This is an optimization exercise on Yosys and OpenROAD, whose aim is small area, not a production implementation.
RTL that was checked went through simulation tests only; none was proved equivalent to the original.
No activity file was given, so power comes from the tool's default toggle rates.

== v26 ==
## wr_in_top
module wr_in_top (
	input  logic                                S_CLK,
	input  logic                                S_RESET_N,
	input  logic [wr_in_pkg::ID_BITS-1:0]       awid,
	input  logic [wr_in_pkg::ADR_BITS-1:0]      awaddr,
	input  logic [wr_in_pkg::LEN_BITS-1:0]      awlen,
	input  logic                                awvalid,
	output logic                                awready,
	input  logic [wr_in_pkg::DATA_BITS-1:0]     wdata,
	input  logic [wr_in_pkg::STRB_BITS-1:0]     wstrb,
	input  logic                                wlast,
	input  logic                                wvalid,
	output logic                                wready,
	output logic [wr_in_pkg::ID_BITS-1:0]       bid,
	output logic [1:0]                          bresp,
	output logic                                bvalid,
	input  logic                                bready,
	input  logic                                adr_fifo_full,
	output logic                                adr_fifo_wren,
	output logic [wr_in_pkg::ADR_REC_BITS-1:0]  adr_fifo_wdata,
	input  logic                                dat_fifo_full,
	output logic                                dat_fifo_wren,
	output logic [wr_in_pkg::DAT_REC_BITS-1:0]  dat_fifo_wdata
);
	localparam int LANE_BITS = wr_in_pkg::DATA_BITS + wr_in_pkg::STRB_BITS;
	localparam int NB        = wr_in_pkg::BEATS_PER_WORD;
	logic [wr_in_pkg::ID_BITS-1:0]     id_mem [wr_in_pkg::ID_DEPTH];
	logic [wr_in_pkg::ID_PTR_BITS-1:0] wr_ptr;
	logic [wr_in_pkg::ID_PTR_BITS-1:0] rd_ptr;
	logic [wr_in_pkg::ID_PTR_BITS:0]   open_cnt;
	logic                              q_full;
	logic                              burst_open;
	logic                              accept;
	logic                              last_taken;
	assign q_full     = open_cnt[wr_in_pkg::ID_PTR_BITS];
	assign burst_open = (open_cnt != '0);
	always_ff @(posedge S_CLK) begin
		if (accept) begin
			id_mem[wr_ptr] <= awid;
		end
	end
  ...
Size: about 1500 cells after synthesis, ~590 flip-flops, about 880 I/O pins.
Settings: LEC_CHECK=0, CAP_MARGIN=20, CORE_AREA=2 2 468 158, DIE_AREA=0 0 470 160, SLEW_MARGIN=20; clock period 7.0 ns.
run.sh (not shown) runs the stock make flow with config.mk's settings and CLKGATE_MAP_FILE= SYNTH_SCRIPT=/design/flow/synth_recipe.tcl, a recipe that flattens the netlist after the stock synthesis.
The following lists how v12 was set up differently from v26:
- removing CORE_AREA (formerly 2 2 468 158)
- removing DIE_AREA (formerly 0 0 470 160)
- setting CORE_UTILIZATION to 40 for the first time
- setting CORE_MARGIN to 2 for the first time
Results
Run status, v12: aborted in I/O pin placement, error PPL-0024. Cmp v26 and v12 / horizontal extent of the die / lower: v12. v12 -> v26: synthesis-stage register bit count flat. Of v26 and v12, the run reporting the higher total number of placement rows was v12. Looking at vertical die dimension, v12 sits 43% above v26.
The inputs of v50 differ from those of v12 as listed below.
- an added CORE_AREA of 2 2 468 158
- a deleted CORE_UTILIZATION that had been 40
- a deleted CORE_MARGIN that had been 2
- an added DIE_AREA of 0 0 470 160
==> flow/flow/run.sh (new file) <==
#!/bin/bash
# Standard ORFS layout with two changes: the port buffers are the smallest
# buffer cell rather than the 10 um2 delay buffer buffer_ports picks, and the
# clock tree is built without dummy balancing loads.
set -euo pipefail
export BUFFER_PORTS_ARGS="-buffer_cell sky130_fd_sc_hd__buf_1"
export CTS_ARGS="-sink_clustering_enable -repair_clock_nets -dont_use_dummy_load"
bash standard.sh > standard_make.log 2>&1
==> flow/standard.sh (new file) <==
#!/bin/bash
# synth_recipe.tcl (not shown) runs the flow's synth.tcl, then flattens the netlist and writes it again
# the make line also repeats each setting of config.mk as NAME=value (left out here)
make -C /OpenROAD-flow-scripts/flow DESIGN_CONFIG=/design/flow/config.mk WORK_HOME=/design/flow/orfs CLKGATE_MAP_FILE= SYNTH_SCRIPT=/design/flow/synth_recipe.tcl "${@:-finish}"
removed: flow/run.sh
--- outcome ---
v50 finished all stages; the layout is clean.
When v50 is set beside v12, its row count turns out to be 30% smaller.
v50 against v12: height of the die went down by 69 um, sequential element share of the synthesized area was more or less identical.
Initial standard-cell utilization of the core for v50 is lower than for v12.


The RTL this note starts from:
==> flow/design.v <==
`timescale 1ns/1ps
`default_nettype none
package wr_in_pkg;
	localparam int ID_BITS  = 8;
	localparam int ADR_BITS = 64;
	localparam int LEN_BITS = 8;
	localparam int DATA_BITS      = 64;
	localparam int STRB_BITS      = DATA_BITS / 8;
	localparam int WORD_BITS      = 512;
	localparam int WORD_STRB_BITS = WORD_BITS / 8;
	localparam int BEATS_PER_WORD = WORD_BITS / DATA_BITS;
	localparam int CNT_BITS       = 3;
	localparam int              ADDR_MASK_BITS = 3;
	localparam logic [2:0]      SIZE_CODE      = 3'd3;
	localparam int ADR_REC_BITS   = 128;
	localparam int REC_FIELD_BITS = 16;
	localparam int REC_SIZE_LSB   = 112;
	localparam int REC_ID_LSB     = 96;
	localparam int REC_LEN_LSB    = 80;
	localparam int REC_SB_LSB     = 64;
	localparam int REC_ADR_LSB    = 0;
	localparam int DAT_REC_BITS = 2 + WORD_STRB_BITS + WORD_BITS;
	localparam int ID_DEPTH     = 8;
	localparam int ID_PTR_BITS  = $clog2(ID_DEPTH);
	localparam logic [1:0] RESP_OKAY = 2'b00;
endpackage
`default_nettype wire
`timescale 1ns/1ps
`default_nettype none
module wr_in_top (
	input  logic                                S_CLK,
	input  logic                                S_RESET_N,
	input  logic [wr_in_pkg::ID_BITS-1:0]       awid,
	input  logic [wr_in_pkg::ADR_BITS-1:0]      awaddr,
	input  logic [wr_in_pkg::LEN_BITS-1:0]      awlen,
	input  logic                                awvalid,
	output logic                                awready,
	input  logic [wr_in_pkg::DATA_BITS-1:0]     wdata,
	input  logic [wr_in_pkg::STRB_BITS-1:0]     wstrb,
	input  logic                                wlast,
	input  logic                                wvalid,
	output logic                                wready,
	output logic [wr_in_pkg::ID_BITS-1:0]       bid,
	output logic [1:0]                          bresp,
	output logic                                bvalid,
	input  logic                                bready,
	input  logic                                adr_fifo_full,
	output logic                                adr_fifo_wren,
	output logic [wr_in_pkg::ADR_REC_BITS-1:0]  adr_fifo_wdata,
	input  logic                                dat_fifo_full,
	output logic                                dat_fifo_wren,
	output logic [wr_in_pkg::DAT_REC_BITS-1:0]  dat_fifo_wdata
);
	localparam int LANE_BITS = wr_in_pkg::DATA_BITS + wr_in_pkg::STRB_BITS;
	localparam int NB        = wr_in_pkg::BEATS_PER_WORD;
	logic [wr_in_pkg::ID_BITS-1:0]     id_sr [wr_in_pkg::ID_DEPTH + 1];
	logic [wr_in_pkg::ID_PTR_BITS:0]   open_cnt;
	logic                              q_full;
	logic                              burst_open;
	logic                              accept;
	logic                              last_taken;
	assign q_full     = open_cnt[wr_in_pkg::ID_PTR_BITS];
	assign burst_open = (open_cnt != '0);
	always_ff @(posedge S_CLK) begin
		if (accept) begin
			id_sr[0] <= awid;
			for (int i = 1; i <= wr_in_pkg::ID_DEPTH; i++) begin
				id_sr[i] <= id_sr[i-1];
			end
		end
	end
	always_ff @(posedge S_CLK or negedge S_RESET_N) begin
		if (!S_RESET_N) begin
			open_cnt <= '0;
		end else if (accept && !last_taken) begin
			open_cnt <= open_cnt + 1'b1;
		end else if (!accept && last_taken) begin
			open_cnt <= open_cnt - 1'b1;
		end
	end
	always_ff @(posedge S_CLK or negedge S_RESET_N) begin
		if (!S_RESET_N) begin
			awready <= 1'b0;
		end else begin
			awready <= awvalid & ~awready & ~adr_fifo_full & ~q_full;
		end
	end
	assign accept        = awvalid & awready;
	assign adr_fifo_wren = accept;
	assign adr_fifo_wdata[wr_in_pkg::REC_SIZE_LSB +: wr_in_pkg::REC_FIELD_BITS] = wr_in_pkg::REC_FIELD_BITS'(wr_in_pkg::SIZE_CODE);
	assign adr_fifo_wdata[wr_in_pkg::REC_ID_LSB   +: wr_in_pkg::REC_FIELD_BITS] = wr_in_pkg::REC_FIELD_BITS'(awid);
	assign adr_fifo_wdata[wr_in_pkg::REC_LEN_LSB  +: wr_in_pkg::REC_FIELD_BITS] = wr_in_pkg::REC_FIELD_BITS'(awlen);
	assign adr_fifo_wdata[wr_in_pkg::REC_SB_LSB   +: wr_in_pkg::REC_FIELD_BITS] = '0;
	assign adr_fifo_wdata[wr_in_pkg::REC_ADR_LSB  +: wr_in_pkg::ADR_BITS] =
		{awaddr[wr_in_pkg::ADR_BITS-1:wr_in_pkg::ADDR_MASK_BITS], {wr_in_pkg::ADDR_MASK_BITS{1'b0}}};
	logic [wr_in_pkg::CNT_BITS-1:0] cnt;
	logic                           word_end;
	logic                           beat;
	assign word_end = (cnt == wr_in_pkg::CNT_BITS'(NB - 1));
	assign wready = burst_open
	              & (~(word_end | wlast) | ~dat_fifo_full)
	              & (~wlast | ~bvalid);
	assign beat          = wvalid & wready;
	assign last_taken    = beat & wlast;
	assign dat_fifo_wren = beat & (wlast | word_end);
	always_ff @(posedge S_CLK or negedge S_RESET_N) begin
		if (!S_RESET_N) begin
			cnt <= '0;
		end else if (beat) begin
			cnt <= wlast ? '0 : cnt + 1'b1;
		end
	end
	logic [LANE_BITS-1:0] win;
	logic [LANE_BITS-1:0] lane [NB];
	logic [LANE_BITS-1:0] hold [NB-1];
	assign win = {wstrb, wdata};
	for (genvar j = 0; j < NB; j++) begin : g_lane
		if (j < NB - 1) begin : g_held
			assign lane[j] = ({LANE_BITS{cnt > wr_in_pkg::CNT_BITS'(j)}} & hold[j])
			               | ({LANE_BITS{cnt == wr_in_pkg::CNT_BITS'(j)}} & win);
			always_ff @(posedge S_CLK) begin
				hold[j] <= lane[j];
			end
		end else begin : g_last
			assign lane[j] = {LANE_BITS{word_end}} & win;
		end
		assign dat_fifo_wdata[j * wr_in_pkg::DATA_BITS +: wr_in_pkg::DATA_BITS] =
			lane[j][wr_in_pkg::DATA_BITS-1:0];
		assign dat_fifo_wdata[wr_in_pkg::WORD_BITS + j * wr_in_pkg::STRB_BITS +: wr_in_pkg::STRB_BITS] =
			lane[j][LANE_BITS-1:wr_in_pkg::DATA_BITS];
	end
	assign dat_fifo_wdata[wr_in_pkg::DAT_REC_BITS-1] = 1'b0;
	assign dat_fifo_wdata[wr_in_pkg::DAT_REC_BITS-2] = wlast;
	always_ff @(posedge S_CLK or negedge S_RESET_N) begin
		if (!S_RESET_N) begin
			bvalid <= 1'b0;
		end else begin
			bvalid <= last_taken | (bvalid & ~bready);
		end
	end
	assign bid = id_sr[open_cnt];
	assign bresp = wr_in_pkg::RESP_OKAY;
endmodule
`default_nettype wire
clock: 7.0 ns
lec_check: 0
cap_margin: 20
core_area: 2 2 468 158
die_area: 0 0 470 160
slew_margin: 20
standard.sh (not shown) runs the stock make flow with config.mk's settings and CLKGATE_MAP_FILE= SYNTH_SCRIPT=/design/flow/synth_recipe.tcl, a recipe that flattens the netlist after the stock synthesis.
==> flow/flow/run.sh <==
#!/bin/bash
# Standard ORFS layout with two changes: the port buffers are the smallest
# buffer cell rather than the 10 um2 delay buffer buffer_ports picks, and the
# clock tree is built without dummy balancing loads and with larger sink
# clusters than the default.
set -euo pipefail
export BUFFER_PORTS_ARGS="-buffer_cell sky130_fd_sc_hd__buf_1"
export CTS_ARGS="-sink_clustering_enable -repair_clock_nets -dont_use_dummy_load -sink_clustering_size 24 -sink_clustering_max_diameter 60"
bash standard.sh > standard_make.log 2>&1
The first run produced a clean layout.
Edit:
==> flow/flow/run.sh (replaced) <==
#!/bin/bash
# Standard ORFS layout with two changes: the port buffers are the smallest
# buffer cell rather than the 10 um2 delay buffer buffer_ports picks, and the
# clock tree is built without dummy balancing loads and with larger sink
# clusters than the default. Constant outputs share the tie cells synthesis
# made instead of getting one tie cell each.
set -euo pipefail
export BUFFER_PORTS_ARGS="-buffer_cell sky130_fd_sc_hd__buf_1"
export SKIP_REPAIR_TIE_FANOUT=1
export PLACE_PINS_ARGS="-min_distance 1 -min_distance_in_tracks"
export CTS_ARGS="-sink_clustering_enable -repair_clock_nets -dont_use_dummy_load -sink_clustering_size 24 -sink_clustering_max_diameter 60"
bash standard.sh > standard_make.log 2>&1
CORE_AREA = 2 2 258 158   (was 2 2 468 158)
DIE_AREA = 0 0 260 160   (was 0 0 470 160)
The new run completed with no timing, DRC or antenna violations.
Via count fell slightly.
Global-route usage rose by 11 points.
Area after synthesis does not change.
Wire length fell by roughly a tenth.
Fmax rose slightly.
Hold slack improved by 0.021 ns.
Edit:
--- a/flow/flow/run.sh
+++ b/flow/flow/run.sh
@@ -8,5 +8,4 @@
 export BUFFER_PORTS_ARGS="-buffer_cell sky130_fd_sc_hd__buf_1"
 export SKIP_REPAIR_TIE_FANOUT=1
-export PLACE_PINS_ARGS="-min_distance 1 -min_distance_in_tracks"
 export CTS_ARGS="-sink_clustering_enable -repair_clock_nets -dont_use_dummy_load -sink_clustering_size 24 -sink_clustering_max_diameter 60"
 bash standard.sh > standard_make.log 2>&1
CORE_AREA = 2 2 468 158   (was 2 2 258 158)
DIE_AREA = 0 0 470 160   (was 0 0 260 160)
Routed wire length rose by about 10%. Critical path depth does not change. Final area rose by 1.9%. Flip-flop and latch count stays the same. Cell count climbs by 17%. Clock power is lower by about 5%. Power shrinks by 0.62%. Non-clock buffer count came out lower by 2. First-iteration DRC count shrinks by 12%. Fmax came out lower by 3.9%. Core utilization went down by 26 points.
Edit:
==> flow/flow/run.sh (replaced) <==
#!/bin/bash
# Standard ORFS layout with two changes: the port buffers are the smallest
# buffer cell rather than the 10 um2 delay buffer buffer_ports picks, and the
# clock tree is built without dummy balancing loads and with larger sink
# clusters than the default.
set -euo pipefail
export BUFFER_PORTS_ARGS="-buffer_cell sky130_fd_sc_hd__buf_1"
export CTS_ARGS="-sink_clustering_enable -repair_clock_nets -dont_use_dummy_load -sink_clustering_size 30 -sink_clustering_max_diameter 60"
bash standard.sh > standard_make.log 2>&1
Outcome: The changed run completed without violations. Worst setup slack improved by 0.15 ns. Routed wire length goes up by about 1%. Maximum frequency rises by about 3%. Cell count is higher by 1.7%. Via count hardly moves. Die area does not change. Hold slack got worse by 0.0083 ns. Design area came out higher by 0.66%. Clock skew went up by 0.049 ns. Power went down by 0.60%.
No functional check of the RTL was part of any run of this note.

-- afterwards: timing with drivers on the ports --
In the flow no input, the clock included, has a driving cell. The finished layouts below were timed again as built, in two steps.
Step 1 (the two cells are an assumption about what drives the block):
set clk [get_ports {S_CLK}]
set_driving_cell -lib_cell sky130_fd_sc_hd__clkbuf_16 $clk
set_driving_cell -lib_cell sky130_fd_sc_hd__buf_2 [delete_from_list [all_inputs] $clk]
Step 2, shift: input delay + t, output delay - t, t = (earliest + latest rising clock arrival at the registers) / 2. This alone moves slack from input paths to output paths.
Slacks: ideal / step 1 / step 2; pairs: ideal / step 1.
run | t (ns) | setup slack, ns | worst hold slack (ns) | worst setup path after step 2
v26 | 0.659 | 1.715 / 1.648 / 2.217 | 0.469 / 0.469 / 0.469 | input to output
v50 | 0.624 | 1.663 / 1.598 / 2.222 | 0.467 / 0.467 / 0.467 | register to output
the first run of note 2 | 0.630 | 2.041 / 1.985 / 2.615 | 0.403 / 0.403 / 0.403 | register to output
the second run of note 2 | 0.567 | 2.079 / 2.022 / 2.589 | 0.424 / 0.424 / 0.424 | register to output
the third run of note 2 | 0.639 | 1.881 / 1.825 / 2.463 | 0.402 / 0.402 / 0.402 | register to output
the fourth run of note 2 | 0.628 | 2.027 / 1.968 / 2.596 | 0.393 / 0.393 / 0.393 | register to output
After both steps every run listed still meets setup and hold.
